What follows belongs to an exercise in optimizing a design on an open flow for small area, a short achievable clock period and few clock cycles per item; a production flow would make more cautious choices.
At most, simulation tests tie the RTL to the original design; equivalence was not proved.
Only the layout flow was run in runs 1, 3 and 4; the RTL was not checked for function there.
No activity file was given, so power comes from the tool's default toggle rates.

### flow/config.mk
export PLATFORM = sky130hd
export DESIGN_NAME = moving_average_filter
export DESIGN_NICKNAME = moving_average_filter
export VERILOG_FILES = /design/flow/design.v
export SDC_FILE = /design/flow/constraint.sdc
export NUM_CORES = 4
export LEC_CHECK = 0
export ABC_CLOCK_PERIOD_IN_PS = 2000
export CAP_MARGIN = 20
export CORE_MARGIN = 2
export CORE_UTILIZATION = 45
export CTS_CLUSTER_DIAMETER = 80
export CTS_CLUSTER_SIZE = 30
export SLEW_MARGIN = 20
export SYNTH_MEMORY_MAX_BITS = 8192
### flow/constraint.sdc
create_clock -name core_clock -period 10.0 [get_ports {clk}]
set_input_delay 2.0000 -clock core_clock [delete_from_list [all_inputs] [get_ports {clk}]]
set_output_delay 2.0000 -clock core_clock [all_outputs]
set_load 0.01 [all_outputs]
### flow/flow/run.sh
#!/bin/bash
# The standard layout (the standard.sh: standard synthesis, floorplan,
# placement, CTS, routing, finish) with the design's clock period and
# constraints; only the timing repair steps aim further below the period.
set -euo pipefail
bash standard.sh SETUP_SLACK_MARGIN=6.4 finish > standard_flow.log 2>&1
### flow/standard.sh
#!/bin/bash
# synth_recipe.tcl (not shown) runs the flow's synth.tcl, then flattens the netlist and writes it again
# the make line also repeats each setting of config.mk as NAME=value (left out here)
make -C /OpenROAD-flow-scripts/flow DESIGN_CONFIG=/design/flow/config.mk WORK_HOME=/design/flow/orfs CLKGATE_MAP_FILE= SYNTH_SCRIPT=/design/flow/synth_recipe.tcl "${@:-finish}"
### flow/design.v
`default_nettype none
package maf_pkg;
	localparam int WINDOW_MAX_DEF  = 256;
	localparam int SAMPLE_BITS_DEF = 24;
	localparam int WIN_W = 9;
	localparam logic [WIN_W-1:0] WIN_RESET = WIN_W'(1);
	typedef struct packed {
		logic busy;
		logic done;
	} div_status_t;
endpackage
`default_nettype wire
`default_nettype none
module maf_divider #(
	parameter int NUM_W = 32,
	parameter int DEN_W = 9,
	parameter int QUO_W = 24,
	parameter int STEPS = 3
) (
	input  logic                 clk,
	input  logic                 arst_n,
	input  logic                 en,
	input  logic                 in_valid,
	input  logic [NUM_W-1:0]     dividend,
	input  logic [DEN_W-1:0]     divisor,
	output logic                 out_valid,
	output logic [QUO_W-1:0]     quotient
);
	localparam int REM_W = NUM_W - QUO_W;
	localparam int NSTG  = QUO_W / STEPS;
	localparam int NREG  = NSTG - 1;
	localparam int DF_W  = REM_W + 2;
	logic [NREG*REM_W-1:0] rem_q;
	logic [NREG*QUO_W-1:0] qb_q;
	logic [NREG*DEN_W-1:0] den_q;
	logic [NREG-1:0]       v_q;
	logic [NSTG*REM_W-1:0] rem_i;
	logic [NSTG*QUO_W-1:0] qb_i;
	logic [NSTG*DEN_W-1:0] den_i;
	logic [NSTG-1:0]       v_i;
	logic [NSTG*REM_W-1:0] rem_o;
	logic [NSTG*QUO_W-1:0] qb_o;
	function automatic logic [REM_W+QUO_W-1:0] steps_f(
		input logic [REM_W-1:0] rem,
		input logic [QUO_W-1:0] qb,
		input logic [DEN_W-1:0] den
	);
		logic [REM_W-1:0] r;
		logic [QUO_W-1:0] q;
		logic [REM_W:0]   sh;
		logic [REM_W+1:0] df;
		r = rem;
		q = qb;
		for (int i = 0; i < STEPS; i++) begin
			sh = {r, q[QUO_W-1]};
			df = {1'b0, sh} - DF_W'(den);
			q  = {q[QUO_W-2:0], ~df[REM_W+1]};
			r  = df[REM_W+1] ? sh[REM_W-1:0] : df[REM_W-1:0];
		end
		steps_f = {r, q};
	endfunction
	assign rem_i[0 +: REM_W] = dividend[NUM_W-1:QUO_W];
	assign qb_i[0 +: QUO_W]  = dividend[QUO_W-1:0];
	assign den_i[0 +: DEN_W] = divisor;
	assign v_i[0]            = in_valid;
	assign rem_i[REM_W +: NREG*REM_W] = rem_q;
	assign qb_i[QUO_W +: NREG*QUO_W]  = qb_q;
	assign den_i[DEN_W +: NREG*DEN_W] = den_q;
	assign v_i[NSTG-1:1]              = v_q;
	for (genvar s = 0; s < NSTG; s++) begin : g_stg
		assign {rem_o[s*REM_W +: REM_W], qb_o[s*QUO_W +: QUO_W]} =
			steps_f(rem_i[s*REM_W +: REM_W], qb_i[s*QUO_W +: QUO_W], den_i[s*DEN_W +: DEN_W]);
	end
	always_ff @(posedge clk or negedge arst_n) begin
		if (!arst_n) begin
			v_q <= '0;
		end else if (en) begin
			v_q <= v_i[NREG-1:0];
		end
	end
	always_ff @(posedge clk) begin
		if (en) begin
			rem_q <= rem_o[NREG*REM_W-1:0];
			qb_q  <= qb_o[NREG*QUO_W-1:0];
			den_q <= den_i[NREG*DEN_W-1:0];
		end
	end
	assign out_valid = v_i[NSTG-1];
	assign quotient  = (den_i[(NSTG-1)*DEN_W +: DEN_W] == '0) ? '0 : qb_o[(NSTG-1)*QUO_W +: QUO_W];
endmodule
`default_nettype wire
`default_nettype none
module maf_ring #(
	parameter int DEPTH   = 256,
	parameter int DATA_W  = 24,
	parameter int WP_STEP = 16
) (
	input  logic                               clk,
	input  logic                               wr_en,
	input  logic [$clog2(DEPTH/WP_STEP)-1:0]   wr_pt,
	input  logic [DATA_W-1:0]                  wr_data,
	input  logic [$clog2(2*WP_STEP)-1:0]       rd_sel,
	output logic [DATA_W-1:0]                  rd_data
);
	localparam int NWP  = DEPTH / WP_STEP;
	localparam int NTAP = 2 * WP_STEP;
	localparam int TW   = $clog2(NTAP);
	logic [DEPTH*DATA_W-1:0] ent;
	always_ff @(posedge clk) begin
		for (int i = 0; i < DEPTH; i++) begin
			if ((i % WP_STEP) == 0 && wr_en && wr_pt == ($clog2(NWP))'(i / WP_STEP)) begin
				ent[i*DATA_W +: DATA_W] <= wr_data;
			end else begin
				ent[i*DATA_W +: DATA_W] <= ent[((i + DEPTH - 1) % DEPTH)*DATA_W +: DATA_W];
			end
		end
	end
	logic [2*NTAP*DATA_W-1:0] node;
	for (genvar t = 0; t < NTAP; t++) begin : g_tap
		localparam int POS = (t < WP_STEP) ? t : (DEPTH / 2 + t - WP_STEP);
		assign node[(NTAP + t)*DATA_W +: DATA_W] = ent[POS*DATA_W +: DATA_W];
	end
	for (genvar d = 0; d < TW; d++) begin : g_lvl
		for (genvar j = 0; j < (1 << d); j++) begin : g_node
			localparam int K = (1 << d) + j;
			assign node[K*DATA_W +: DATA_W] = rd_sel[TW-1-d] ?
				node[(2*K+1)*DATA_W +: DATA_W] : node[(2*K)*DATA_W +: DATA_W];
		end
	end
	assign node[DATA_W-1:0] = '0;
	assign rd_data = node[DATA_W +: DATA_W];
endmodule
`default_nettype wire
`default_nettype none
module moving_average_filter #(
	parameter int WINDOW_MAX  = maf_pkg::WINDOW_MAX_DEF,
	parameter int SAMPLE_BITS = maf_pkg::SAMPLE_BITS_DEF
) (
	input  logic                      clk,
	input  logic                      arst_n,
	input  logic                      cfg_we,
	input  logic [maf_pkg::WIN_W-1:0] cfg_wdata,
	input  logic                      in_valid,
	output logic                      in_ready,
	input  logic [SAMPLE_BITS-1:0]    sample,
	input  logic                      new_series,
	output logic                      out_valid,
	input  logic                      out_ready,
	output logic [SAMPLE_BITS-1:0]    average
);
	localparam int ADDR_W  = $clog2(WINDOW_MAX);
	localparam int CNT_W   = $clog2(WINDOW_MAX + 1);
	localparam int SUM_W   = SAMPLE_BITS + ADDR_W;
	localparam int WP_STEP = 16;
	localparam int WP_W    = $clog2(WP_STEP);
	localparam int PT_W    = ADDR_W - WP_W;
	logic [maf_pkg::WIN_W-1:0] window_q;
	logic [CNT_W-1:0]          span;
	logic [ADDR_W-1:0]         span_m1;
	logic                      span_nz;
	logic [PT_W-1:0]           base_pt;
	always_comb begin
		span    = (window_q > maf_pkg::WIN_W'(WINDOW_MAX)) ? CNT_W'(WINDOW_MAX) : CNT_W'(window_q);
		span_m1 = ADDR_W'(span - CNT_W'(1));
		span_nz = (window_q != '0);
		base_pt = PT_W'(0) - span_m1[ADDR_W-1:WP_W];
	end
	logic                   in_ready_q;
	logic                   s0_v;
	logic [SAMPLE_BITS-1:0] s0_x;
	logic                   s0_ns;
	logic [ADDR_W-1:0]      h_q;       
	logic [ADDR_W-1:0]      raddr_q;   
	logic [CNT_W-1:0]       cnt_q;     
	logic                   cnt0_q;    
	logic                   full_q;    
	logic [CNT_W-1:0]       nn_q;      
	logic                   aligned_q;
	logic                   en;
	logic                   accept;
	logic                   fresh;
	logic                   aligned;
	logic                   write_now;
	logic [PT_W-1:0]        wr_pt;
	logic [ADDR_W-1:0]      h_next;
	logic [ADDR_W-1:0]      raddr_next;
	logic [CNT_W-1:0]       cnt_eff;
	logic [CNT_W-1:0]       cnt_inc;
	logic [CNT_W:0]         cnt_inc2;
	logic                   full_next;
	logic [CNT_W-1:0]       nn_next;
	logic                   aligned_next;
	logic [CNT_W-1:0]       n_now;
	logic                   sub_now;
	logic [SAMPLE_BITS-1:0] rd_data;
	assign accept  = in_valid && in_ready_q;
	assign fresh   = s0_ns || cnt0_q;
	assign aligned = aligned_q;
	assign write_now = s0_v && en && (aligned || fresh);
	assign wr_pt   = fresh ? base_pt : h_q[ADDR_W-1:WP_W];
	always_comb begin
		if (write_now) begin
			h_next = fresh ? {base_pt, WP_W'(0)} : h_q;
		end else begin
			h_next = h_q + ADDR_W'(1);
		end
		if (write_now) begin
			raddr_next = fresh ? {{(ADDR_W-WP_W){1'b0}}, span_m1[WP_W-1:0]} : raddr_q;
		end else begin
			raddr_next = raddr_q + ADDR_W'(1);
		end
		aligned_next = (h_next[WP_W-1:0] == '0) && (raddr_next[ADDR_W-2:WP_W] == '0);
		cnt_eff  = s0_ns ? '0 : cnt_q;
		cnt_inc  = cnt_eff[CNT_W-1] ? cnt_eff : cnt_eff + CNT_W'(1);
		cnt_inc2 = {1'b0, cnt_inc} + (CNT_W+1)'(1);
		full_next = span_nz && (cnt_inc >= span);
		nn_next   = ({1'b0, span} < cnt_inc2) ? span : cnt_inc2[CNT_W-1:0];
		n_now   = s0_ns ? CNT_W'(span_nz) : nn_q;
		sub_now = !s0_ns && full_q;
	end
	maf_ring #(
		.DEPTH   (WINDOW_MAX),
		.DATA_W  (SAMPLE_BITS),
		.WP_STEP (WP_STEP)
	) u_ring (
		.clk     (clk),
		.wr_en   (write_now),
		.wr_pt   (wr_pt),
		.wr_data (s0_x),
		.rd_sel  ({raddr_q[ADDR_W-1], raddr_q[WP_W-1:0]}),
		.rd_data (rd_data)
	);
	logic                   out_v_q;
	logic [SAMPLE_BITS-1:0] out_q;
	logic                   skid_v_q;
	logic [SAMPLE_BITS-1:0] skid_q;
	logic                   div_v;
	logic [SAMPLE_BITS-1:0] div_q;
	logic                   arrive;
	logic                   pop;
	assign en     = !skid_v_q;
	assign arrive = div_v && en;
	assign pop    = out_v_q && out_ready;
	logic s0_v_next;
	logic s0_ns_next;
	logic cnt0_next;
	logic skid_v_next;
	logic in_ready_d;
	always_comb begin
		s0_v_next   = accept || (s0_v && !write_now);
		s0_ns_next  = accept ? new_series : s0_ns;
		cnt0_next   = cfg_we || ((cnt_q == '0) && !write_now);
		skid_v_next = skid_v_q ? !pop : (arrive && out_v_q && !pop);
		in_ready_d  = !s0_v_next || (!skid_v_next &&
			(aligned_next || s0_ns_next || cnt0_next));
	end
	always_ff @(posedge clk or negedge arst_n) begin
		if (!arst_n) begin
			window_q   <= maf_pkg::WIN_RESET;
			in_ready_q <= 1'b1;
			s0_v       <= 1'b0;
			h_q        <= '0;
			raddr_q    <= '0;
			cnt_q      <= '0;
			cnt0_q     <= 1'b1;
			full_q     <= 1'b0;
			nn_q       <= CNT_W'(1);
			aligned_q  <= 1'b1;
		end else begin
			aligned_q  <= aligned_next;
			in_ready_q <= in_ready_d;
			s0_v       <= s0_v_next;
			h_q        <= h_next;
			raddr_q    <= raddr_next;
			if (cfg_we) begin
				window_q <= cfg_wdata;
				cnt_q    <= '0;
				cnt0_q   <= 1'b1;
				full_q   <= 1'b0;
				nn_q     <= CNT_W'(cfg_wdata != '0);
			end else if (write_now) begin
				cnt_q    <= cnt_inc;
				cnt0_q   <= 1'b0;
				full_q   <= full_next;
				nn_q     <= nn_next;
			end
		end
	end
	always_ff @(posedge clk) begin
		if (accept) begin
			s0_x  <= sample;
			s0_ns <= new_series;
		end
	end
	logic                   v1;
	logic [SAMPLE_BITS-1:0] x1;
	logic [SAMPLE_BITS-1:0] o1;
	logic                   sub1;
	logic                   clr1;
	logic [CNT_W-1:0]       n1;
	always_ff @(posedge clk or negedge arst_n) begin
		if (!arst_n) begin
			v1 <= 1'b0;
		end else if (en) begin
			v1 <= write_now;
		end
	end
	always_ff @(posedge clk) begin
		if (en) begin
			x1   <= s0_x;
			o1   <= rd_data;
			sub1 <= sub_now;
			clr1 <= fresh;
			n1   <= n_now;
		end
	end
	logic                   v2;
	logic [SAMPLE_BITS:0]   d2;
	logic                   clr2;
	logic [CNT_W-1:0]       n2;
	always_ff @(posedge clk or negedge arst_n) begin
		if (!arst_n) begin
			v2 <= 1'b0;
		end else if (en) begin
			v2 <= v1;
		end
	end
	always_ff @(posedge clk) begin
		if (en) begin
			d2   <= {1'b0, x1} - {1'b0, (sub1 ? o1 : '0)};
			clr2 <= clr1;
			n2   <= n1;
		end
	end
	logic                   v3;
	logic [SUM_W-1:0]       sum_q;
	logic [CNT_W-1:0]       n3;
	always_ff @(posedge clk or negedge arst_n) begin
		if (!arst_n) begin
			v3 <= 1'b0;
		end else if (en) begin
			v3 <= v2;
		end
	end
	always_ff @(posedge clk) begin
		if (en) begin
			n3   <= n2;
			if (v2) begin
				sum_q <= (clr2 ? SUM_W'(0) : sum_q) + {{(SUM_W-SAMPLE_BITS-1){d2[SAMPLE_BITS]}}, d2};
			end
		end
	end
	maf_divider #(
		.NUM_W (SUM_W),
		.DEN_W (CNT_W),
		.QUO_W (SAMPLE_BITS),
		.STEPS (2)
	) u_div (
		.clk       (clk),
		.arst_n    (arst_n),
		.en        (en),
		.in_valid  (v3),
		.dividend  (sum_q),
		.divisor   (n3),
		.out_valid (div_v),
		.quotient  (div_q)
	);
	always_ff @(posedge clk or negedge arst_n) begin
		if (!arst_n) begin
			out_v_q  <= 1'b0;
			skid_v_q <= 1'b0;
		end else begin
			skid_v_q <= skid_v_next;
			if (skid_v_q || arrive) begin
				out_v_q <= 1'b1;
			end else if (pop) begin
				out_v_q <= 1'b0;
			end
		end
	end
	always_ff @(posedge clk) begin
		if (skid_v_q) begin
			if (pop) begin
				out_q <= skid_q;
			end
		end else if (arrive) begin
			if (!out_v_q || pop) begin
				out_q <= div_q;
			end else begin
				skid_q <= div_q;
			end
		end
	end
	assign in_ready  = in_ready_q;
	assign out_valid = out_v_q;
	assign average   = out_q;
endmodule
`default_nettype wire
==> metrics.md, run 1 <==
| Metric | Value |
|---|---|
| Status | `complete, no violations` |
| P_leak | `around 76 nW` |
| RSZ-0062 raised after global routing | `yes` |
| Tmin final | `around 4.2 ns` |
| Number of antenna violations at the first check in global routing | `16` |
| Clk Tree Root Cell | `clkbuf_16` |
| Routed via count | `~67000` |
| Crit path capture type | `flop` |
| Full die area | `approximately 0.38 mm2` |
| Crit Path Max Fanout | `5` |
| Die extent in y | `a little over 600 um` |
| Largest net degree at the start of global routing | `between 150 and 200` |
| Max-cap violations | `0` |
| Synth area leaders | `dfxtp_1 72%, edfxtp_1 12%, mux2_2 3.5%, mux4_2 3.2%, ha_1 2.2%` |
| Crit path top cell by count | `o21ai_2` |
| CTS tree | `built` |
| PortBufs | `64` |
| Post-synth top area share | `between 70% and 80%` |
| Syn Area/Cell | `17.42 um2` |
| Global-route wire length before repair | `396400 um` |
| DIE WIDTH | `just over 600 um` |
| H-tree Lvls | `5` |
| Rows | `between 200 and 250` |
| CP arrival | `between 4 and 5 ns` |
| RePlAce Congestion | `approximately 0.77` |
| Global-route usage over all layers | `13.04%` |
| CTS hold repair buffers | `0` |
| Hold Vio Cnt, Final | `0` |
| Remaining Overflow, GRT | `0` |
| Synth Flop Type | `dfxtp_1` |
| Fin Hold WS | `approximately 0.31 ns` |
| Non-filler cells, final | `approximately 15000` |
| DR iter-0 viols | `3582` |
| CTS Buf Count | `284` |
| Final layout net count | `between 10000 and 15000` |
| Fraction of registers with async set/reset | `0.9320%` |
| Vias in the first global route | `around 70000` |
| IO Pins | `65` |
| Slew HR | `between 20% and 30%` |
| Post-route design area | `0.1913 mm2` |
| Final core occ | `50.86%` |
| Slowest-stage cell, CP | `edfxtp_1` |
| Top cells by count, synth | `6145 x dfxtp_1, 658 x edfxtp_1, 527 x mux2_2, 293 x ha_1, 275 x inv_1` |
| Final setup violation count | `0` |
| Worst skew pair latency | `just over 0.9 ns` |
| Final HPWL DP | `roughly 140000 um` |
| Syn nets | `just over 10000` |
| Synth-to-Final Area Change | `12.40%` |
| Seq/Total Area, Yosys | `between 80% and 90%` |
| Post-Syn Area | `approximately 0.17 mm2` |
| Detail-routed via count per cell | `~4.4` |
| Detailed Route WL | `around 250000 um` |
| Peak supply drop | `roughly 0.00028 V` |
| Layout cells sized above 1 | `18.54%` |
| Post-synth EDFFs | `approximately 660` |
| Area after DPL | `~0.18 mm2` |
| Largest stage delay, worst path | `0.46 ns` |
| Final period utilization | `41.70%` |
| Total core area | `0.3761 mm2` |
| Worst slew pin tran | `roughly 1.1 ns` |
| Max clock buf depth | `4` |
| Sink Count | `6867` |
| DRC Markers | `0` |
| Fmax | `between 0.2 and 0.25 GHz` |
| Initial Util | `between 40% and 50%` |
| Worst-path clk slew | `approximately 0.11 ns` |
| Crit path kind | `reg2reg` |
| Worst setup SP type | `flop` |
| Crit-path cells | `ha_4 -> nor2b_4 -> o21ai_4 -> a21boi_2 -> o21ai_2 -> a21boi_2 -> o21ai_2 -> a31oi_1 -> buf_4 -> mux2i_4 -> ha_1 -> nor2b_4 -> o21ai_4 -> a21boi_4 -> o21ai_2 -> buf_4 -> a21boi_4 -> o21ai_2 -> a21oi_2 -> nor2_4 -> buf_6 -> mux2_4` |
| Seq cells post-synth | `~6900` |
| Post-Syn Instances | `between 9000 and 10000` |
| Placed Cells | `around 15000` |
| Power per cell area | `about 370 mW/mm2` |
| Pins Over Slew Limit | `0` |
| Pre-antenna DRT Iters | `5` |
| ANT nets after route | `0` |
| Final Skew | `0.09086 ns` |
| Hold Path Class | `reg2reg` |
| Setup_tns | `0 ns` |
| Count leader, synth | `dfxtp_1` |
| Req. time, crit path | `between 10 and 15 ns` |
| Yosys cell types | `78` |
| Synth Warn # | `3` |
| Largest area contributor in the netlist | `dfxtp_1` |
| WL/cell | `between 15 and 20 um` |
==> stage by stage <==
step                      power [W]  setup WS, ns
after CTS                   0.07017         5.774
after detailed placement    0.05283         5.434
final                       0.07159         5.830
after global placement      0.05246         5.390
after global routing        0.07556         5.638
after floorplan             0.04888         6.059
==> cells in the final DEF, fill, tap and decap left out, types with 24 or more instances in the layout <==
master and instances:
a21o_1 43, nor2b_1 58, o21ai_2 68, nor2_1 184, mux2_2 441, a21oi_2 26, nand2_1 167, and2_1 27
clkbuf_16 302, xor2_1 38, nor2b_4 31, fa_1 24, dfrtp_1 51, dfxtp_1 6144, a21oi_1 108, inv_2 28
ha_1 240, buf_4 273, ha_4 48, inv_1 251, xnor2_1 118, mux2_1 72, nand3_1 26, mux2_4 87
mux4_2 240, edfxtp_1 658, a21boi_2 33, clkdlybuf4s50_1 37, o21ai_0 62, buf_12 29, buf_6 81
==> final cells by class <==
cell class                 instances  area (um2)
fill                           30500      184800
timing repair buffer             464        4552
tap                             4994        6248
clock inverter                    48       660.6
inverter                         279        1057
sequential                      6867      144400
clock buffer                     320        7550
antenna                           15       37.54
multi-input combinational       2476       26760
==> power by group <==
part	internal [W]	leakage [nW]	switching, W	total [W]
sequential	0.0353	57.1	0.00219	0.0375
combinational	0.0112	14.8	0.00938	0.0206
clock	0.00562	4.02	0.00787	0.0135
==> flip-flops by register name (all words and copies together), names as in the netlist, 11 cells and up <==
| signal | count |
|---|---|
| u_ring.ent | 6144 |
| u_div.qb_q | 264 |
| u_div.den_q | 99 |
| u_div.rem_q | 88 |
| sum_q | 32 |
| d2 | 25 |
| o1 | 24 |
| out_q | 24 |
| s0_x | 24 |
| skid_q | 24 |
| x1 | 24 |
| u_div.v_q | 11 |
==> worst max-delay path, delay by kind of cell (launching register included) <==
kind | cells | cell delay, ns
DFF | 1 | 0.46
AOI/OAI and AO/OA | 12 | 1.47
muxes | 2 | 0.54
and+or+nand+nor | 3 | 0.41
adders and majority gates | 2 | 0.55
buffers and inverters | 3 | 0.48
==> worst paths after layout <==
| path | slack [ns] | cells past startpoint | end | startpoint |
|---|---|---|---|---|
| worst max-delay path | 5.83 | 22 | u_div.rem_q[19] | u_div.rem_q[8] |
| worst min register to register | 0.31 | 0 | u_ring.ent[990] | u_ring.ent[966] |
| worst max register to register | 5.83 | 22 | u_div.rem_q[19] | u_div.rem_q[8] |
| max in group asynchronous | 7.87 | 2 | raddr_q[0] | arst_n |
| worst min-delay path | 0.31 | 0 | u_ring.ent[990] | u_ring.ent[966] |
| min in group asynchronous | 0.98 | 1 | u_div.v_q[9] | arst_n |
==> routing by layer <==
metal  vias up  wire length, um  track usage [%]  part of all wire (%)
li1      33460                -                -                     -
met1     32880           126800            18.83                    50
met2       677           113100            20.60                    45
met3       383             7468            1.836                   2.9
met4         0             6523            3.544                   2.6
met5         -                0                0                     0
==> timing repair <==
| action | 4_1_cts | 5_1_grt |
|---|---|---|
| pin swaps | 161 | 155 |
| cloned | 10 | 2 |
| resized for setup | 363 | 259 |
| endpoints found under the setup margin | 544 | 420 |
| buffers inserted | 256 | 76 |
==> logic make-up after synthesis <==
| family | Yosys count | synth area share [%] |
|---|---|---|
| flip-flops | 6867 | 84.85 |
| multiplexers | 870 | 7.326 |
| AND/OR/NAND/NOR | 649 | 1.843 |
| AO/OA/AOI/OAI | 475 | 1.717 |
| buffers and inverters | 425 | 0.9786 |
| adder cells (fa/ha/maj) | 319 | 2.454 |
| XOR/XNOR | 161 | 0.8331 |
==> run 2: changes to the inputs <==
--- a/flow/design.v
+++ b/flow/design.v
@@ -15,7 +15,7 @@
 	parameter int NUM_W = 32,
 	parameter int DEN_W = 9,
 	parameter int QUO_W = 24,
-	parameter int STEPS = 3
+	parameter int STEPS = 2
 ) (
 	input  logic                 clk,
 	input  logic                 arst_n,
@@ -23,53 +23,77 @@
 	input  logic                 in_valid,
 	input  logic [NUM_W-1:0]     dividend,
 	input  logic [DEN_W-1:0]     divisor,
+	input  logic [DEN_W:0]       divisor3,
 	output logic                 out_valid,
 	output logic [QUO_W-1:0]     quotient
 );
 	localparam int REM_W = NUM_W - QUO_W;
-	localparam int NSTG  = QUO_W / STEPS;
+	localparam int NSTG  = QUO_W / (2 * STEPS);
 	localparam int NREG  = NSTG - 1;
-	localparam int DF_W  = REM_W + 2;
+	localparam int D3_W  = DEN_W + 1;
+	localparam int X_W   = REM_W + 2;
+	localparam int DF_W  = REM_W + 4;
 	logic [NREG*REM_W-1:0] rem_q;
 	logic [NREG*QUO_W-1:0] qb_q;
 	logic [NREG*DEN_W-1:0] den_q;
+	logic [NREG*D3_W-1:0]  den3_q;
 	logic [NREG-1:0]       v_q;
 	logic [NSTG*REM_W-1:0] rem_i;
 	logic [NSTG*QUO_W-1:0] qb_i;
 	logic [NSTG*DEN_W-1:0] den_i;
+	logic [NSTG*D3_W-1:0]  den3_i;
 	logic [NSTG-1:0]       v_i;
 	logic [NSTG*REM_W-1:0] rem_o;
 	logic [NSTG*QUO_W-1:0] qb_o;
 	function automatic logic [REM_W+QUO_W-1:0] steps_f(
 		input logic [REM_W-1:0] rem,
 		input logic [QUO_W-1:0] qb,
-		input logic [DEN_W-1:0] den
+		input logic [DEN_W-1:0] den,
+		input logic [D3_W-1:0]  den3
 	);
 		logic [REM_W-1:0] r;
 		logic [QUO_W-1:0] q;
-		logic [REM_W:0]   sh;
-		logic [REM_W+1:0] df;
+		logic [X_W-1:0]   x;
+		logic [DF_W-1:0]  d1;
+		logic [DF_W-1:0]  d2;
+		logic [DF_W-1:0]  d3;
 		r = rem;
 		q = qb;
 		for (int i = 0; i < STEPS; i++) begin
-			sh = {r, q[QUO_W-1]};
-			df = {1'b0, sh} - DF_W'(den);
-			q  = {q[QUO_W-2:0], ~df[REM_W+1]};
-			r  = df[REM_W+1] ? sh[REM_W-1:0] : df[REM_W-1:0];
+			x  = {r, q[QUO_W-1:QUO_W-2]};
+			d1 = DF_W'(x) - DF_W'(den);
+			d2 = DF_W'(x) - DF_W'({den, 1'b0});
+			d3 = DF_W'(x) - DF_W'(den3);
+			if (!d3[DF_W-1]) begin
+				q = {q[QUO_W-3:0], 2'd3};
+				r = d3[REM_W-1:0];
+			end else if (!d2[DF_W-1]) begin
+				q = {q[QUO_W-3:0], 2'd2};
+				r = d2[REM_W-1:0];
+			end else if (!d1[DF_W-1]) begin
+				q = {q[QUO_W-3:0], 2'd1};
+				r = d1[REM_W-1:0];
+			end else begin
+				q = {q[QUO_W-3:0], 2'd0};
+				r = x[REM_W-1:0];
+			end
 		end
 		steps_f = {r, q};
 	endfunction
 	assign rem_i[0 +: REM_W] = dividend[NUM_W-1:QUO_W];
 	assign qb_i[0 +: QUO_W]  = dividend[QUO_W-1:0];
 	assign den_i[0 +: DEN_W] = divisor;
+	assign den3_i[0 +: D3_W] = divisor3;
 	assign v_i[0]            = in_valid;
 	assign rem_i[REM_W +: NREG*REM_W] = rem_q;
 	assign qb_i[QUO_W +: NREG*QUO_W]  = qb_q;
 	assign den_i[DEN_W +: NREG*DEN_W] = den_q;
+	assign den3_i[D3_W +: NREG*D3_W]  = den3_q;
 	assign v_i[NSTG-1:1]              = v_q;
 	for (genvar s = 0; s < NSTG; s++) begin : g_stg
 		assign {rem_o[s*REM_W +: REM_W], qb_o[s*QUO_W +: QUO_W]} =
-			steps_f(rem_i[s*REM_W +: REM_W], qb_i[s*QUO_W +: QUO_W], den_i[s*DEN_W +: DEN_W]);
+			steps_f(rem_i[s*REM_W +: REM_W], qb_i[s*QUO_W +: QUO_W],
+				den_i[s*DEN_W +: DEN_W], den3_i[s*D3_W +: D3_W]);
 	end
 	always_ff @(posedge clk or negedge arst_n) begin
 		if (!arst_n) begin
@@ -80,9 +104,10 @@
 	end
 	always_ff @(posedge clk) begin
 		if (en) begin
-			rem_q <= rem_o[NREG*REM_W-1:0];
-			qb_q  <= qb_o[NREG*QUO_W-1:0];
-			den_q <= den_i[NREG*DEN_W-1:0];
+			rem_q  <= rem_o[NREG*REM_W-1:0];
+			qb_q   <= qb_o[NREG*QUO_W-1:0];
+			den_q  <= den_i[NREG*DEN_W-1:0];
+			den3_q <= den3_i[NREG*D3_W-1:0];
 		end
 	end
 	assign out_valid = v_i[NSTG-1];
@@ -298,6 +323,7 @@
 	logic                   sub1;
 	logic                   clr1;
 	logic [CNT_W-1:0]       n1;
+	logic [CNT_W:0]         n3_1;
 	always_ff @(posedge clk or negedge arst_n) begin
 		if (!arst_n) begin
 			v1 <= 1'b0;
@@ -312,12 +338,14 @@
 			sub1 <= sub_now;
 			clr1 <= fresh;
 			n1   <= n_now;
+			n3_1 <= {1'b0, n_now} + {n_now, 1'b0};
 		end
 	end
 	logic                   v2;
 	logic [SAMPLE_BITS:0]   d2;
 	logic                   clr2;
 	logic [CNT_W-1:0]       n2;
+	logic [CNT_W:0]         n3_2;
 	always_ff @(posedge clk or negedge arst_n) begin
 		if (!arst_n) begin
 			v2 <= 1'b0;
@@ -330,11 +358,13 @@
 			d2   <= {1'b0, x1} - {1'b0, (sub1 ? o1 : '0)};
 			clr2 <= clr1;
 			n2   <= n1;
+			n3_2 <= n3_1;
 		end
 	end
 	logic                   v3;
 	logic [SUM_W-1:0]       sum_q;
 	logic [CNT_W-1:0]       n3;
+	logic [CNT_W:0]         n3_3;
 	always_ff @(posedge clk or negedge arst_n) begin
 		if (!arst_n) begin
 			v3 <= 1'b0;
@@ -345,6 +375,7 @@
 	always_ff @(posedge clk) begin
 		if (en) begin
 			n3   <= n2;
+			n3_3 <= n3_2;
 			if (v2) begin
 				sum_q <= (clr2 ? SUM_W'(0) : sum_q) + {{(SUM_W-SAMPLE_BITS-1){d2[SAMPLE_BITS]}}, d2};
 			end
@@ -354,7 +385,7 @@
 		.NUM_W (SUM_W),
 		.DEN_W (CNT_W),
 		.QUO_W (SAMPLE_BITS),
-		.STEPS (2)
+		.STEPS (1)
 	) u_div (
 		.clk       (clk),
 		.arst_n    (arst_n),
@@ -362,6 +393,7 @@
 		.in_valid  (v3),
 		.dividend  (sum_q),
 		.divisor   (n3),
+		.divisor3  (n3_3),
 		.out_valid (div_v),
 		.quotient  (div_q)
 	);
==> run 2 against run 1 <==
Compared with the run above: combinational power down 32%; clock skew down 0.039 ns; sequential cell count up 126; synthesized area up 5.0%; via count up 6.5%; clock power about the same; utilization down 1.6 points; first-iteration DRC count up 4.4%; total power down 6.7%; largest cell class unchanged; largest power group unchanged.
==> metrics.md, run 2 <==
| Metric | Value |
|---|---|
| ANT nets after route | `0` |
| Yosys cell types | `85` |
| Req. time, crit path | `roughly 8.0 ns` |
| Pre-antenna DRT Iters | `5` |
| RSZ-0062 raised after global routing | `yes` |
| Rows | `around 230` |
| Post-Syn Area | `between 0.15 and 0.2 mm2` |
| Fraction of registers with async set/reset | `0.9152%` |
| Final layout net count | `between 10000 and 15000` |
| Post-synth top area share | `roughly 70%` |
| Worst skew pair latency | `~0.93 ns` |
| Max clock buf depth | `4` |
| Synth-to-Final Area Change | `9.139%` |
| Final Skew | `between 0.05 and 0.06 ns` |
| Sw Ratio | `between 20% and 30%` |
| Post-synth EDFFs | `784` |
| Max-cap violations | `0` |
| PortBufs | `64` |
| Clk Tree Root Cell | `clkbuf_16` |
| Final period utilization | `36.25%` |
| Top cells by count, synth | `6145 x dfxtp_1, 784 x edfxtp_1, 458 x mux2_2, 408 x ha_1, 343 x inv_1` |
| Comb power frac | `21.0%` |
| Worst setup SP type | `flop` |
| Largest area contributor in the netlist | `dfxtp_1` |
| IO Pins | `65` |
| Sink Count | `approximately 7000` |
| Biggest register | `u_ring.ent` |
| Commonest non-fill, non-tap cell in the layout | `dfxtp_1` |
| Post-Syn Instances | `~10000` |
| Seq/Total Area, Yosys | `between 80% and 90%` |
| Tmin final | `3.625 ns` |
| Crit path kind | `reg2out` |
| Largest stage delay, worst path | `~0.60 ns` |
| Global-route wire length before repair | `around 430000 um` |
| Crit Path Max Fanout | `2` |
| Detailed Route WL | `280700 um` |
| Synth Flop Type | `dfxtp_1` |
| Crit-path cells | `buf_6` |
| Commonest non-fill, non-tap cells in the layout | `6144 x dfxtp_1, 784 x edfxtp_1, 458 x mux2_2` |
| Cell family with the largest share of critical-path delay | `flip-flops` |
| Clock power frac | `20.4%` |
| Pins Over Slew Limit | `0` |
| P_leak | `roughly 77 nW` |
| Slowest-stage cell, CP | `dfstp_2` |
| Synth Warn # | `3` |
| Full die area | `between 0.4 and 0.5 mm2` |
| Status | `complete, no violations` |
| Internal power | `0.04822 W` |
| Max FFs per register | `just over 6000` |
| PnR worst setup slack | `between 6 and 7 ns` |
| Routed via count | `around 70000` |
| DR iter-0 viols | `around 3700` |
| Count leader, synth | `dfxtp_1` |
| Final HPWL DP | `around 170000 um` |
| RePlAce Congestion | `~0.80` |
| Largest net degree at the start of global routing | `~170` |
| DIE WIDTH | `roughly 630 um` |
| Setup_tns | `0 ns` |
| Initial Util | `a little under half` |
| Synth area leaders | `dfxtp_1 69%, edfxtp_1 13%, mux4_2 3.0%, mux2_2 2.9%, ha_1 2.9%` |
| Slew HR | `31.43%` |
| Number of antenna violations at the first check in global routing | `27` |
| Biggest regs | `u_ring.ent (6144), u_div.qb_q (264)` |
| CTS Buf Count | `~290` |
| H-tree Lvls | `5` |
| Remaining Overflow, GRT | `0` |
| Worst-path clk slew | `0.10 ns` |
| WL/cell | `between 15 and 20 um` |
| Global-route usage over all layers | `13.80%` |
| WP buf/inv | `1` |
| Vias in the first global route | `roughly 74000` |
| Crit path capture type | `output pin` |
| Die extent in y | `634.2 um` |
| Layout cells sized above 1 | `between 10% and 20%` |
| Seq cells post-synth | `approximately 7000` |
| CTS tree | `built` |
| Hold Path Class | `reg2reg` |
| Fmax | `~0.28 GHz` |
| Hold Vio Cnt, Final | `0` |
| Total core area | `between 0.3 and 0.4 mm2` |
| Power per cell area | `342.3 mW/mm2` |
| DRC Markers | `0` |
| Reg power frac | `58.5%` |
| Syn nets | `roughly 11000` |
| Detail-routed via count per cell | `~4.4` |
| Final core occ | `between 40% and 50%` |
| Peak supply drop | `0.0002514 V` |
| Worst slew pin tran | `between 1 and 1.5 ns` |
| P_sw | `0.01854 W` |
| CP arrival | `roughly 1.6 ns` |
| Final setup violation count | `0` |
| Pre-CTS setup slack | `5.286 ns` |
| Syn Area/Cell | `between 15 and 20 um2` |
run 2: routing by layer:
layer | routed length (um) | track usage [%]
met5 | 0 | 0
met4 | 6796 | 3.512
met3 | 8118 | 1.537
met2 | 128500 | 22.51
met1 | 137300 | 19.66
run 2: final timing paths:
check / start / end / slack [ns] / depth (start not counted)
max in group asynchronous: arst_n / raddr_q[1] / 7.87 / 2
min: u_ring.ent[2399] / u_ring.ent[2423] / 0.30 / 0
max: in_ready_q / in_ready / 6.37 / 1
min reg2reg: u_ring.ent[2399] / u_ring.ent[2423] / 0.30 / 0
max reg2reg: clr2 / sum_q[30] / 6.51 / 15
min in group asynchronous: arst_n / cnt_q[4] / 0.90 / 1
run 2: logic make-up (layout without fill, tap and decap cells):
group,after synthesis,count (layout),synth area share (%)
flip-flops,6993,6993,82.92
AO/OA/AOI/OAI,821,821,2.921
multiplexers,819,819,6.644
AND/OR/NAND/NOR,706,709,2.052
buffers and inverters,502,883,1.176
adder cells (fa/ha/maj),445,445,3.266
XOR/XNOR,209,209,1.024
other,0,19,0
run 2: final cells by class:
class                           instances  area [um2]
Antenna cell                           19       47.55
Timing Repair Buffer                  167        1729
Inverter                              345        1303
Multi-Input combinational cell       3003       28890
Tap cell                             5242        6559
Clock inverter                         59       933.4
Clock buffer                          312        7371
Sequential cell                      6993      148200
Fill cell                           32600      200700
run 2: power groups by stage:
stage	sequential (W)	combinational [W]	clock (W)
finish	0.0391	0.0140	0.0137
global route	0.0398	0.0158	0.0151
CTS	0.0393	0.0140	0.0141
detailed placement	0.0398	0.0138	0
global placement	0.0397	0.0136	0
floorplan	0.0383	0.0105	0
run 2: through the flow:
| stage | instance area (um2) | cells | hold slack [ns] | total power [W] |
|---|---|---|---|---|
| after floorplan | 178700 | 10500 | 0.3096 | 0.04887 |
| after detailed placement | 185800 | 15710 | 0.3121 | 0.05364 |
| after global routing | 195000 | 16120 | 0.3039 | 0.07067 |
| final | 195000 | 16140 | 0.3047 | 0.06676 |
| after CTS | 194400 | 16100 | 0.3032 | 0.06740 |
| after global placement | 185600 | 15700 | 0.3096 | 0.05329 |
run 2: what timing repair did:
item | 4_1_cts | 5_1_grt
pin swaps | 11 | 11
setup endpoints to repair | 436 | 505
hold buffers | 0 | 0
cloned | 3 | 1
resized for setup | 148 | 69
hold endpoints to repair | 0 | 0
setup buffers | 15 | 22
Testbench counts of run 2, summed over its fixed seeds: cycles 6,512, items 6,000.
==> run 3: changes to the inputs <==
--- a/flow/design.v
+++ b/flow/design.v
@@ -180,15 +180,28 @@
 	localparam int WP_W    = $clog2(WP_STEP);
 	localparam int PT_W    = ADDR_W - WP_W;
 	logic [maf_pkg::WIN_W-1:0] window_q;
+	logic [CNT_W-1:0]          span_c;
+	logic [ADDR_W-1:0]         span_m1_c;
 	logic [CNT_W-1:0]          span;
 	logic [ADDR_W-1:0]         span_m1;
 	logic                      span_nz;
 	logic [PT_W-1:0]           base_pt;
 	always_comb begin
-		span    = (window_q > maf_pkg::WIN_W'(WINDOW_MAX)) ? CNT_W'(WINDOW_MAX) : CNT_W'(window_q);
-		span_m1 = ADDR_W'(span - CNT_W'(1));
-		span_nz = (window_q != '0);
-		base_pt = PT_W'(0) - span_m1[ADDR_W-1:WP_W];
+		span_c    = (window_q > maf_pkg::WIN_W'(WINDOW_MAX)) ? CNT_W'(WINDOW_MAX) : CNT_W'(window_q);
+		span_m1_c = ADDR_W'(span_c - CNT_W'(1));
+	end
+	always_ff @(posedge clk or negedge arst_n) begin
+		if (!arst_n) begin
+			span    <= CNT_W'(maf_pkg::WIN_RESET);
+			span_m1 <= ADDR_W'(maf_pkg::WIN_RESET - 1);
+			span_nz <= 1'b1;
+			base_pt <= PT_W'(0) - PT_W'((maf_pkg::WIN_RESET - 1) >> WP_W);
+		end else begin
+			span    <= span_c;
+			span_m1 <= span_m1_c;
+			span_nz <= (window_q != '0);
+			base_pt <= PT_W'(0) - span_m1_c[ADDR_W-1:WP_W];
+		end
 	end
 	logic                   in_ready_q;
 	logic                   s0_v;
@@ -282,7 +295,7 @@
 	always_ff @(posedge clk or negedge arst_n) begin
 		if (!arst_n) begin
 			window_q   <= maf_pkg::WIN_RESET;
-			in_ready_q <= 1'b1;
+			in_ready_q <= 1'b0;
 			s0_v       <= 1'b0;
 			h_q        <= '0;
 			raddr_q    <= '0;
==> flow/flow/run.sh (replaced) <==
#!/bin/bash
# The standard layout (the standard.sh: standard synthesis, floorplan,
# placement, CTS, routing, finish) with the design's clock period and
# constraints; only the timing repair steps aim further below the period.
set -euo pipefail
bash standard.sh SETUP_SLACK_MARGIN=6.6 finish > standard_flow.log 2>&1
--- a/flow/config.mk
+++ b/flow/config.mk
@@ -8,7 +8,7 @@
 export ABC_CLOCK_PERIOD_IN_PS = 2000
 export CAP_MARGIN = 20
 export CORE_MARGIN = 2
-export CORE_UTILIZATION = 45
+export CORE_UTILIZATION = 60
 export CTS_CLUSTER_DIAMETER = 80
 export CTS_CLUSTER_SIZE = 30
 export SLEW_MARGIN = 20
==> run 3 against run 2 <==
Compared with the run above: worst hold slack lost 0.014 ns; first-iteration DRC count up 1.7%; clock power is essentially flat; clock skew grew 0.019 ns; critical path depth unchanged; sequential cell count up 18; utilization is 16 points higher; final cell count fell by 6.6%; largest cell class unchanged; largest power group unchanged.
==> metrics.md, run 3 <==
| Metric | Value |
|---|---|
| Max-cap violations | `0` |
| Sink Count | `about 7000` |
| Max clock buf depth | `4` |
| Hold_sp | `u_ring.ent[5041]` |
| H-tree Lvls | `5` |
| CP arrival | `about 1.5 ns` |
| Fraction of registers with async set/reset | `under 10%` |
| Pins Over Slew Limit | `0` |
| Hold Path Class | `reg2reg` |
| Seq/Total Area, Yosys | `82.75%` |
| Commonest non-fill, non-tap cells in the layout | `6144 x dfxtp_1, 784 x edfxtp_1, 475 x mux2_2` |
| Fillcell total | `20690` |
| Comb power frac | `roughly a fifth` |
| Tmin final | `about 3.5 ns` |
| Post-Syn Area | `roughly 0.18 mm2` |
| Final HPWL DP | `between 150000 and 200000 um` |
| Crit path kind | `reg2out` |
| Internal power | `0.04842 W` |
| Synth Warn # | `3` |
| Crit path capture type | `output pin` |
| Final Skew | `between 0.07 and 0.08 ns` |
| Setup_tns | `0 ns` |
| Slowest-stage cell, CP | `dfrtp_2` |
| Syn nets | `~11000` |
| IO Pins | `between 60 and 70` |
| Biggest regs | `u_ring.ent (6144), u_div.qb_q (264)` |
| Status | `complete, no violations` |
| Worst skew pair latency | `0.92 ns` |
| Max FFs per register | `between 6000 and 7000` |
| Synth Flop Type | `dfxtp_1` |
| Non-filler cells, final | `15070` |
| Detailed Route WL | `270900 um` |
| RePlAce Congestion | `about 0.81` |
| Full die area | `between 0.3 and 0.4 mm2` |
| Clock power frac | `20.3%` |
| Slew HR | `approximately 26%` |
| WHS Endpoint | `u_ring.ent[5065]` |
| Commonest non-fill, non-tap cell in the layout | `dfxtp_1` |
| Placed Cells | `approximately 15000` |
| Crit Path Max Fanout | `2` |
| Syn Area/Cell | `around 17 um2` |
| Post-synth top area share | `between 60 and 70%` |
| Worst-path clk slew | `approximately 0.10 ns` |
| Vias in the first global route | `between 70000 and 80000` |
| Post-synth EDFFs | `between 700 and 800` |
| R2R Setup Slk | `about 6.6 ns` |
| PortBufs | `64` |
| Top cells by count, synth | `6145 x dfxtp_1, 784 x edfxtp_1, 481 x mux2_2, 409 x ha_1, 405 x inv_1` |
| Reg2reg end | `u_ring.ent[4615]` |
| Biggest register | `u_ring.ent` |
| Final period utilization | `about a third` |
| DIE WIDTH | `approximately 550 um` |
| Hold Path Depth | `0` |
| Req. time, crit path | `approximately 8.0 ns` |
| Initial Util | `about three fifths` |
| Clk Tree Root Cell | `clkbuf_16` |
| WL/cell | `approximately 18 um` |
| Total chip power | `between 0.06 and 0.07 W` |
| ANT nets after route | `0` |
| Synth-to-Final Area Change | `8.277%` |
| Seq cells post-synth | `7011` |
| Final setup violation count | `0` |
| Path depth of the worst reg2reg path | `8` |
| Final layout net count | `11510` |
| Largest net degree at the start of global routing | `between 150 and 200` |
| Fin Hold WS | `~0.29 ns` |
| Layout cells sized above 1 | `12.25%` |
| Power per cell area | `~340 mW/mm2` |
| Synth area leaders | `dfxtp_1 68%, edfxtp_1 13%, mux2_2 3.0%, mux4_2 3.0%, ha_1 2.8%` |
| Largest stage delay, worst path | `~0.48 ns` |
| Sw Ratio | `between 20% and 30%` |
| Remaining Overflow, GRT | `0` |
| RSZ-0062 raised after global routing | `yes` |
| Worst reg2reg path startpoint | `s0_ns` |
| Worst setup SP type | `flop` |
| Die extent in y | `approximately 550 um` |
| Worst slew pin tran | `between 1 and 1.5 ns` |
| Post-Syn Instances | `between 10000 and 15000` |
| Number of antenna violations at the first check in global routing | `5` |
| Reg power frac | `about three fifths` |
| Routed via count | `roughly 73000` |
| Detail-routed via count per cell | `roughly 5` |
| Register area | `0.1486 mm2` |
| CTS tree | `built` |
| Peak supply drop | `about 0.00022 V` |
| CTS hold repair buffers | `0` |
| Hold Vio Cnt, Final | `0` |
| DR iter-0 viols | `between 3000 and 4000` |
| Fmax | `between 0.2 and 0.3 GHz` |
| Rows | `200` |
| Largest area contributor in the netlist | `dfxtp_1` |
| CTS Buf Count | `286` |
| WP buf/inv | `1` |
| Footprint of the multi-input gates | `~0.029 mm2` |
| P_leak | `77.91 nW` |
| Count leader, synth | `dfxtp_1` |
| Global-route usage over all layers | `~18%` |
| Crit-path cells | `buf_6` |
| Global-route wire length before repair | `427500 um` |
| Total core area | `0.2973 mm2` |
| Yosys cell types | `80` |
| Pre-antenna DRT Iters | `5` |
| Cell family with the largest share of critical-path delay | `flip-flops` |
| DRC Markers | `0` |
| P_sw | `around 0.019 W` |
==> run 3: cell types whose count changed after synthesis, sizes merged, moves of 33 or more <==
cell    previous run  this run
nand3             33        82
o21ai            244       204
nor3              23        83
nor2             140       203
inv              344       407
clkbuf            96       129
xor2              34        79
xnor2            175       106
==> run 3: what timing repair did <==
item                       4_1_cts  5_1_grt
setup endpoints to repair      251      305
hold endpoints to repair         0        0
pin swaps                       16       28
cloned                           2        2
setup buffers                   29       29
gates resized for setup        167       56
==> run 3: cell families (layout without fill, tap and decap cells) <==
group,Yosys count,in the layout,share of synthesized area (%)
flip-flops,7011,7011,82.75
AND/OR/NAND/NOR,930,931,2.580
multiplexers,799,799,6.460
XOR/XNOR,185,185,0.9022
AO/OA/AOI/OAI,775,775,2.785
other,0,3,0
buffers and inverters,590,981,1.267
adder cells (fa/ha/maj),445,445,3.251
==> run 3: layout make-up <==
type                            instances  share of cell area, %
Clock inverter                         47                 0.3738
Inverter                              408                 0.7934
Sequential cell                      7011                  76.44
Clock buffer                          344                  3.912
Multi-Input combinational cell       3135                  15.06
Tap cell                             3939                  2.535
Timing Repair Buffer                  182                 0.8796
Antenna cell                            3               0.003861
==> run 3: how the worst max path moves through the flow <==
stage,startpoint,end,slack [ns],depth (start not counted)
4_1_cts,in_ready_q,in_ready,6.40,1
2_1_floorplan,out_ready,skid_q[0],6.40,2
3_5_place_dp,raddr_q[0],o1[11],5.54,5
6_report,in_ready_q,in_ready,6.48,1
5_1_grt,in_ready_q,in_ready,6.42,1
3_3_place_gp,raddr_q[0],o1[7],5.62,5
==> run 3: metal layers <==
| layer | vias up | part of all wire (%) | GRT usage, % |
|---|---|---|---|
| li1 | 36360 | - | - |
| met1 | 35810 | 50 | 26.20 |
| met2 | 694 | 45 | 28.26 |
| met3 | 392 | 2.6 | 1.988 |
| met4 | 0 | 2.6 | 4.624 |
| met5 | - | 0 | 0 |
==> run 3: power groups by stage <==
stage	logic (W)	registers, W	clock network [W]
finish	0.0144	0.0390	0.0136
CTS	0.0143	0.0392	0.0141
global route	0.0162	0.0398	0.0150
floorplan	0.0108	0.0383	0
global placement	0.0137	0.0397	0
detailed placement	0.0139	0.0398	0
==> run 3: stage by stage <==
| stage | setup WS, ns | cell area, um2 | util (%) |
|---|---|---|---|
| finish | 6.485 | 194500 | 65.41 |
| global route | 6.423 | 194500 | 65.41 |
| CTS | 6.402 | 193900 | 65.23 |
| detailed placement | 5.544 | 185100 | 62.26 |
| global placement | 5.623 | 185100 | 62.26 |
| floorplan | 6.399 | 179700 | - |
==> run 4: changes to the inputs <==
--- a/flow/design.v
+++ b/flow/design.v
@@ -295,7 +295,6 @@
 	always_ff @(posedge clk or negedge arst_n) begin
 		if (!arst_n) begin
 			window_q   <= maf_pkg::WIN_RESET;
-			in_ready_q <= 1'b0;
 			s0_v       <= 1'b0;
 			h_q        <= '0;
 			raddr_q    <= '0;
@@ -306,7 +305,6 @@
 			aligned_q  <= 1'b1;
 		end else begin
 			aligned_q  <= aligned_next;
-			in_ready_q <= in_ready_d;
 			s0_v       <= s0_v_next;
 			h_q        <= h_next;
 			raddr_q    <= raddr_next;
@@ -325,6 +323,9 @@
 		end
 	end
 	always_ff @(posedge clk) begin
+		in_ready_q <= in_ready_d;
+	end
+	always_ff @(posedge clk) begin
 		if (accept) begin
 			s0_x  <= sample;
 			s0_ns <= new_series;
==> flow/flow/run.sh (replaced) <==
#!/bin/bash
# The standard layout (the standard.sh: standard synthesis, floorplan,
# placement, CTS, routing, finish) with the design's clock period and
# constraints; only the timing repair steps aim further below the period.
set -euo pipefail
bash standard.sh SETUP_SLACK_MARGIN=6.75 finish > standard_flow.log 2>&1
==> run 4 against run 3 <==
Compared with the run above: via count is 0.69% lower; worst hold slack worse by 0.022 ns; worst setup slack improved by 0.041 ns; sequential cell count is the same; sequential power is essentially flat; die area fell by 0.20%; sequential share of layout area up 0.19 points; final cell count down 0.59%; critical endpoint is now nn_q[0].
==> metrics.md, run 4 <==
| Metric | Value |
|---|---|
| Crit Path Max Fanout | `3` |
| Worst-path clk slew | `0.10 ns` |
| Largest area contributor in the netlist | `dfxtp_1` |
| Worst slew pin tran | `between 1 and 1.5 ns` |
| Crit path kind | `reg2reg` |
| Clk Tree Root Cell | `clkbuf_16` |
| Crit path capture type | `flop` |
| Final HPWL DP | `~160000 um` |
| Routed via count | `around 73000` |
| Power per cell area | `~340 mW/mm2` |
| Largest family of logic cells by synthesized area | `multiplexers` |
| CP arrival | `between 4 and 5 ns` |
| Total core area | `between 0.2 and 0.3 mm2` |
| Vias in the first global route | `about 75000` |
| Clock power frac | `20.3%` |
| Post-Syn Area | `~0.18 mm2` |
| Reg2reg end | `nn_q[0]` |
| WL/cell | `~18 um` |
| RSZ-0062 raised after global routing | `yes` |
| Synth-to-Final Area Change | `8.215%` |
| Fmax | `approximately 0.29 GHz` |
| Reg power frac | `58.4%` |
| Post-Syn Instances | `about 11000` |
| Max FFs per register | `about 6000` |
| Global-route usage over all layers | `between 10% and 20%` |
| Total chip power | `0.06641 W` |
| Mux cell area share after synthesis | `about 6.7%` |
| Final setup violation count | `0` |
| Layout cells sized above 1 | `roughly 13%` |
| Detailed Route WL | `between 200000 and 300000 um` |
| Sw Ratio | `a little over a quarter` |
| Placed Cells | `between 10000 and 15000` |
| WHS Endpoint | `u_ring.ent[2259]` |
| Comb power frac | `a little over a fifth` |
| Internal power | `just under 0.05 W` |
| DR iter-0 viols | `4116` |
| Peak supply drop | `around 0.00019 V` |
| Simple-gate share of the synthesized area | `2.391%` |
| Fillcell total | `between 20000 and 25000` |
| CTS hold repair buffers | `0` |
| Number of antenna violations at the first check in global routing | `17` |
| Sink Count | `around 7000` |
| Hold Vio Cnt, Final | `0` |
| Largest net degree at the start of global routing | `~200` |
| RePlAce Congestion | `around 0.85` |
| Worst setup SP type | `flop` |
| Final period utilization | `a little over a third` |
| Detail-routed via count per cell | `about 4.9` |
| DIE WIDTH | `roughly 550 um` |
| Slew HR | `between 20 and 30%` |
| Pins Over Slew Limit | `0` |
| Hold Path Depth | `0` |
| Hold_sp | `u_ring.ent[2235]` |
| Global-route wire length before repair | `approximately 420000 um` |
| Setup_tns | `0 ns` |
| Biggest register | `u_ring.ent` |
| IO Pins | `65` |
| Worst skew pair latency | `0.91 ns` |
| Final layout net count | `approximately 11000` |
| PortBufs | `between 60 and 70` |
| R2R Setup Slk | `6.53 ns` |
| Pre-antenna DRT Iters | `5` |
| Remaining Overflow, GRT | `0` |
| Worst reg2reg path startpoint | `s0_ns` |
| Req. time, crit path | `~11 ns` |
| Max clock buf depth | `4` |
| Count leader, synth | `dfxtp_1` |
| Post-synth EDFFs | `between 700 and 800` |
| Non-filler cells, final | `around 15000` |
| Synth Warn # | `3` |
| Fraction of registers with async set/reset | `1.155%` |
| Biggest regs | `u_ring.ent (6144), u_div.qb_q (264)` |
| Hold Path Class | `reg2reg` |
| Rows | `200` |
| DRC Markers | `0` |
| PnR worst setup slack | `~6.5 ns` |
| Area after DPL | `0.1848 mm2` |
| Syn nets | `about 11000` |
| Commonest non-fill, non-tap cells in the layout | `6144 x dfxtp_1, 784 x edfxtp_1, 504 x mux2_2` |
| Initial Util | `60.34%` |
| P_leak | `77.72 nW` |
| Adder-cell share of the synthesized area | `between 3 and 4%` |
| Status | `complete, no violations` |
| Seq cells post-synth | `7011` |
| Path depth of the worst reg2reg path | `18` |
| Post-route design area | `just under 0.2 mm2` |
| Seq/Total Area, Yosys | `approximately 83%` |
| Syn Area/Cell | `16.85 um2` |
| Pre-CTS setup slack | `6.030 ns` |
| ANT nets after route | `0` |
| P_sw | `around 0.018 W` |
| Synth area leaders | `dfxtp_1 69%, edfxtp_1 13%, mux2_2 3.2%, mux4_2 3.0%, ha_1 2.9%` |
| Commonest non-fill, non-tap cell in the layout | `dfxtp_1` |
| Yosys cell types | `~80` |
| Full die area | `slightly above 0.3 mm2` |
| Synth Area in Compound Gates | `approximately 2.5%` |
| Max-cap violations | `0` |
| Tmin final | `3.474 ns` |
| H-tree Lvls | `5` |
| Post-synth top area share | `approximately two thirds` |
| Top cells by count, synth | `6146 x dfxtp_1, 784 x edfxtp_1, 508 x mux2_2, 409 x ha_1, 368 x inv_1` |
| Final Skew | `0.06564 ns` |
| CTS tree | `built` |
| CTS Buf Count | `roughly 280` |
| Die extent in y | `~550 um` |
| Synth Flop Type | `dfxtp_1` |
| XOR/XNOR share of the synthesized area | `under 10%` |
-- run 4: cell count changes after synthesis, sizes merged, moves of 27 or more --
cell / previous run / this run
o21a: 74 / 36
mux2: 481 / 508
a211o: 28 / 1
o21ai: 204 / 287
nor2b: 159 / 121
nand3: 82 / 48
inv: 407 / 369
a211oi: 61 / 15
-- run 4: per-layer routing --
layer / global-route usage, % / wire, um
met3: 2.101 / 8241
met5: 0 / 0
met1: 25.35 / 130700
met4: 5.431 / 8624
met2: 28.43 / 122300
-- run 4: per-stage QoR --
stage,hold slack (ns),util [%]
after global placement,0.3097,62.22
after detailed placement,0.3121,62.23
after floorplan,0.3096,-
final,0.2682,65.30
after global routing,0.2725,65.29
after CTS,0.2663,65.12
-- run 4: how the worst max path moves through the flow --
stage | start | end | slack, ns
floorplan | s0_ns | nn_q[2] | 6.59
global placement | s0_ns | nn_q[4] | 5.98
detailed placement | s0_ns | nn_q[4] | 6.03
CTS | in_ready_q | in_ready | 6.34
global route | s0_ns | nn_q[2] | 6.38
finish | s0_ns | nn_q[0] | 6.53
-- run 4: timing repair --
action                     CTS  global route
buffers inserted            40            26
resized for setup          163            89
pin swaps                   20            38
gates cloned                 2             2
setup endpoints to repair  542           204
-- run 4: final cells by class --
type | instances | area, um2 | share of cell area, %
Inverter | 370 | 1400 | 0.7218
Clock buffer | 326 | 7435 | 3.833
Antenna cell | 6 | 15.01 | 0.007741
Clock inverter | 47 | 668.1 | 0.3445
Sequential cell | 7011 | 148600 | 76.63
Timing Repair Buffer | 200 | 1794 | 0.9251
Tap cell | 3939 | 4928 | 2.541
Multi-Input combinational cell | 3081 | 29080 | 14.99
-- run 4: worst max-delay path: stages, from the launching register on --
cell and delay [ns]:
dfxtp_4 0.39, and2b_2 0.25, ha_4 0.22, a21boi_4 0.13, a31o_4 0.23, ha_4 0.27
inv_2 0.04, ha_4 0.20, nor2b_4 0.11, o21a_1 0.17, o21ai_1 0.12, nand2b_1 0.12
a2111oi_4 0.37, o21ai_4 0.12, buf_12 0.14, o21ai_4 0.09, buf_6 0.14, mux2i_1 0.19
o21ai_1 0.08
-- run 4: cells by family (layout without fill, tap and decap cells) --
group	Yosys count	in the layout
xor gates and xnor gates	205	205
buffers and inverters	547	943
muxes	838	838
and+or+nand+nor	846	847
AOI/OAI and AO/OA	744	746
DFF	7011	7011
adders and majority gates	445	445
other	0	6
-- run 4: power by group through the flow --
stage	registers, W	logic [W]	clock network (W)
2_1_floorplan	0.0382	0.0106	0
3_3_place_gp	0.0395	0.0132	0
3_5_place_dp	0.0396	0.0135	0
4_1_cts	0.0390	0.0140	0.0139
5_1_grt	0.0395	0.0158	0.0149
6_report	0.0388	0.0141	0.0135
==> run 5: changes to the inputs <==
--- a/flow/design.v
+++ b/flow/design.v
@@ -209,7 +209,6 @@
 	logic                   s0_ns;
 	logic [ADDR_W-1:0]      h_q;       
 	logic [ADDR_W-1:0]      raddr_q;   
-	logic [CNT_W-1:0]       cnt_q;     
 	logic                   cnt0_q;    
 	logic                   full_q;    
 	logic [CNT_W-1:0]       nn_q;      
@@ -222,9 +221,6 @@
 	logic [PT_W-1:0]        wr_pt;
 	logic [ADDR_W-1:0]      h_next;
 	logic [ADDR_W-1:0]      raddr_next;
-	logic [CNT_W-1:0]       cnt_eff;
-	logic [CNT_W-1:0]       cnt_inc;
-	logic [CNT_W:0]         cnt_inc2;
 	logic                   full_next;
 	logic [CNT_W-1:0]       nn_next;
 	logic                   aligned_next;
@@ -248,11 +244,13 @@
 			raddr_next = raddr_q + ADDR_W'(1);
 		end
 		aligned_next = (h_next[WP_W-1:0] == '0) && (raddr_next[ADDR_W-2:WP_W] == '0);
-		cnt_eff  = s0_ns ? '0 : cnt_q;
-		cnt_inc  = cnt_eff[CNT_W-1] ? cnt_eff : cnt_eff + CNT_W'(1);
-		cnt_inc2 = {1'b0, cnt_inc} + (CNT_W+1)'(1);
-		full_next = span_nz && (cnt_inc >= span);
-		nn_next   = ({1'b0, span} < cnt_inc2) ? span : cnt_inc2[CNT_W-1:0];
+		if (s0_ns) begin
+			full_next = (span == CNT_W'(1));
+			nn_next   = (span < CNT_W'(2)) ? span : CNT_W'(2);
+		end else begin
+			full_next = span_nz && (nn_q == span);
+			nn_next   = (nn_q == span) ? span : nn_q + CNT_W'(1);
+		end
 		n_now   = s0_ns ? CNT_W'(span_nz) : nn_q;
 		sub_now = !s0_ns && full_q;
 	end
@@ -287,7 +285,7 @@
 	always_comb begin
 		s0_v_next   = accept || (s0_v && !write_now);
 		s0_ns_next  = accept ? new_series : s0_ns;
-		cnt0_next   = cfg_we || ((cnt_q == '0) && !write_now);
+		cnt0_next   = cfg_we || (cnt0_q && !write_now);
 		skid_v_next = skid_v_q ? !pop : (arrive && out_v_q && !pop);
 		in_ready_d  = !s0_v_next || (!skid_v_next &&
 			(aligned_next || s0_ns_next || cnt0_next));
@@ -298,7 +296,6 @@
 			s0_v       <= 1'b0;
 			h_q        <= '0;
 			raddr_q    <= '0;
-			cnt_q      <= '0;
 			cnt0_q     <= 1'b1;
 			full_q     <= 1'b0;
 			nn_q       <= CNT_W'(1);
@@ -310,12 +307,10 @@
 			raddr_q    <= raddr_next;
 			if (cfg_we) begin
 				window_q <= cfg_wdata;
-				cnt_q    <= '0;
 				cnt0_q   <= 1'b1;
 				full_q   <= 1'b0;
 				nn_q     <= CNT_W'(cfg_wdata != '0);
 			end else if (write_now) begin
-				cnt_q    <= cnt_inc;
 				cnt0_q   <= 1'b0;
 				full_q   <= full_next;
 				nn_q     <= nn_next;
@@ -337,7 +332,6 @@
 	logic                   sub1;
 	logic                   clr1;
 	logic [CNT_W-1:0]       n1;
-	logic [CNT_W:0]         n3_1;
 	always_ff @(posedge clk or negedge arst_n) begin
 		if (!arst_n) begin
 			v1 <= 1'b0;
@@ -352,14 +346,12 @@
 			sub1 <= sub_now;
 			clr1 <= fresh;
 			n1   <= n_now;
-			n3_1 <= {1'b0, n_now} + {n_now, 1'b0};
 		end
 	end
 	logic                   v2;
 	logic [SAMPLE_BITS:0]   d2;
 	logic                   clr2;
 	logic [CNT_W-1:0]       n2;
-	logic [CNT_W:0]         n3_2;
 	always_ff @(posedge clk or negedge arst_n) begin
 		if (!arst_n) begin
 			v2 <= 1'b0;
@@ -372,7 +364,6 @@
 			d2   <= {1'b0, x1} - {1'b0, (sub1 ? o1 : '0)};
 			clr2 <= clr1;
 			n2   <= n1;
-			n3_2 <= n3_1;
 		end
 	end
 	logic                   v3;
@@ -389,7 +380,7 @@
 	always_ff @(posedge clk) begin
 		if (en) begin
 			n3   <= n2;
-			n3_3 <= n3_2;
+			n3_3 <= {1'b0, n2} + {n2, 1'b0};
 			if (v2) begin
 				sum_q <= (clr2 ? SUM_W'(0) : sum_q) + {{(SUM_W-SAMPLE_BITS-1){d2[SAMPLE_BITS]}}, d2};
 			end
--- a/flow/config.mk
+++ b/flow/config.mk
@@ -5,7 +5,7 @@
 export SDC_FILE = /design/flow/constraint.sdc
 export NUM_CORES = 4
 export LEC_CHECK = 0
-export ABC_CLOCK_PERIOD_IN_PS = 2000
+export ABC_AREA = 1
 export CAP_MARGIN = 20
 export CORE_MARGIN = 2
 export CORE_UTILIZATION = 60
==> run 5 against run 4 <==
Compared with the run above: register-to-register slack improved by 0.38 ns; via count rose by 19%; synthesized area rose by 1.2%; utilization fell by 0.54 points; routed wire length rose by 17%; critical endpoint is now average[7].
==> metrics.md, run 5 <==
| Metric | Value |
|---|---|
| Global-route usage over all layers | `between 20% and 30%` |
| Fmax | `approximately 0.29 GHz` |
| Hold Path Class | `reg2reg` |
| H-tree Lvls | `5` |
| DIE WIDTH | `~550 um` |
| Slew HR | `about a quarter` |
| Hold Vio Cnt, Final | `0` |
| Crit path kind | `reg2out` |
| Final Skew | `around 0.078 ns` |
| Fraction of registers with async set/reset | `about 1.0%` |
| P_leak | `approximately 80 nW` |
| Pre-CTS setup slack | `6.082 ns` |
| Cell family with the largest share of critical-path delay | `flip-flops` |
| Largest net degree at the start of global routing | `203` |
| Pre-antenna DRT Iters | `6` |
| Final core occ | `~65%` |
| Status | `complete, no violations` |
| Commonest non-fill, non-tap cells in the layout | `6144 x dfxtp_1, 1922 x nand2_1, 766 x edfxtp_1` |
| Tmin final | `between 3 and 4 ns` |
| Die extent in y | `roughly 550 um` |
| Post-Syn Instances | `~13000` |
| Synth Flop Type | `dfxtp_1` |
| Number of antenna violations at the first check in global routing | `5` |
| Peak supply drop | `0.0002140 V` |
| Vias in the first global route | `~87000` |
| Biggest register | `u_ring.ent` |
| Initial Util | `60.40%` |
| Power per cell area | `358.3 mW/mm2` |
| Synth-to-Final Area Change | `7.204%` |
| PnR worst setup slack | `between 6 and 7 ns` |
| DRC Markers | `0` |
| Detailed Route WL | `~320000 um` |
| Fin Hold WS | `around 0.30 ns` |
| CTS Buf Count | `between 200 and 300` |
| Final HPWL DP | `around 200000 um` |
| Critical Path End | `average[7]` |
| Global-route wire length before repair | `approximately 500000 um` |
| WL/cell | `17.99 um` |
| Full die area | `between 0.3 and 0.4 mm2` |
| Max clock buf depth | `4` |
| Worst reg2reg path startpoint | `skid_v_q` |
| Yosys cell types | `between 40 and 50` |
| Post-Syn Area | `between 0.15 and 0.2 mm2` |
| Slowest-stage cell, CP | `edfxtp_1` |
| Sink Count | `about 7000` |
| Synth Warn # | `3` |
| WP buf/inv | `1` |
| CTS tree | `built` |
| ANT nets after route | `0` |
[run 5: cell count changes after synthesis, moves of 250 or more]
cell	change
inv_1	+367
nor2_1	+303
o21ai_0	+353
a21oi_1	+250
nand3_1	+352
mux2_2	-508
nand2_1	+1711
[run 5: layout make-up]
type                            instances  area (um2)
Clock inverter                         56       999.7
Fill cell                           21950      105800
Antenna cell                            6       15.01
Inverter                              753        2850
Clock buffer                          321        7362
Timing Repair Buffer                  120        1013
Sequential cell                      6984      147900
Tap cell                             3958        4952
Multi-Input combinational cell       5318       29400
[run 5: what timing repair did]
item                       in CTS  in global routing
buffers inserted                2                  0
pin swaps                       0                  0
setup endpoints to repair      88                188
gates resized for setup       111                 14
hold endpoints to repair        0                  0
[run 5: layer usage]
| metal | wire, um | share of wire, % | vias up | GRT usage, % |
|---|---|---|---|---|
| met5 | 12 | 0.0038 | - | 0 |
| met2 | 143700 | 46 | 1322 | 32.95 |
| met1 | 150500 | 48 | 41390 | 28.67 |
| li1 | - | - | 43410 | - |
| met3 | 9221 | 2.9 | 502 | 2.066 |
| met4 | 11760 | 3.7 | 2 | 7.403 |
[run 5: per-stage QoR]
stage,cells,instance area [um2]
6_report,17520,194500
2_1_floorplan,13330,181400
3_3_place_gp,17130,186100
3_5_place_dp,17130,186100
4_1_cts,17510,194400
5_1_grt,17510,194400
[run 5: worst min-delay path by stage]
stage / start / to / slack, ns / cells after the start
global route: u_ring.ent[4999] / u_ring.ent[5023] / 0.29 / 0
CTS: u_ring.ent[4326] / u_ring.ent[4350] / 0.29 / 0
detailed placement: u_ring.ent[1025] / u_ring.ent[1049] / 0.31 / 0
finish: u_ring.ent[4999] / u_ring.ent[5023] / 0.30 / 0
floorplan: u_ring.ent[976] / u_ring.ent[1000] / 0.31 / 0
global placement: u_ring.ent[5097] / u_ring.ent[5121] / 0.31 / 0
[run 5: cells by family (layout without fill, tap and decap cells)]
| group | count (synthesis) | in the layout | synth area share, % |
|---|---|---|---|
| flops | 6984 | 6984 | 81.51 |
| simple gates | 3137 | 3137 | 7.216 |
| compound gates | 1489 | 1489 | 4.505 |
| buf+inv | 1024 | 1250 | 2.328 |
| fa+ha+maj | 426 | 426 | 3.088 |
| xor+xnor | 170 | 170 | 0.8209 |
| mux | 96 | 96 | 0.5298 |
| other cells | 0 | 6 | 0 |
[run 5: report_power, final]
part           switching (W)  internal (W)
clock network        0.00814       0.00552
registers            0.00320        0.0369
logic                 0.0104       0.00556
Testbench counts of run 5, summed over its fixed seeds: cycles 6,512, items 6,000.

Re-timed with assumed drivers on the ports (clkbuf_16 on the clock, buf_2 on other inputs), run 5 has 6.449 ns of setup slack against 6.547 ns with ideal ports, and 6.052 ns once port delays also move by the mid clock arrival of 0.986 ns.
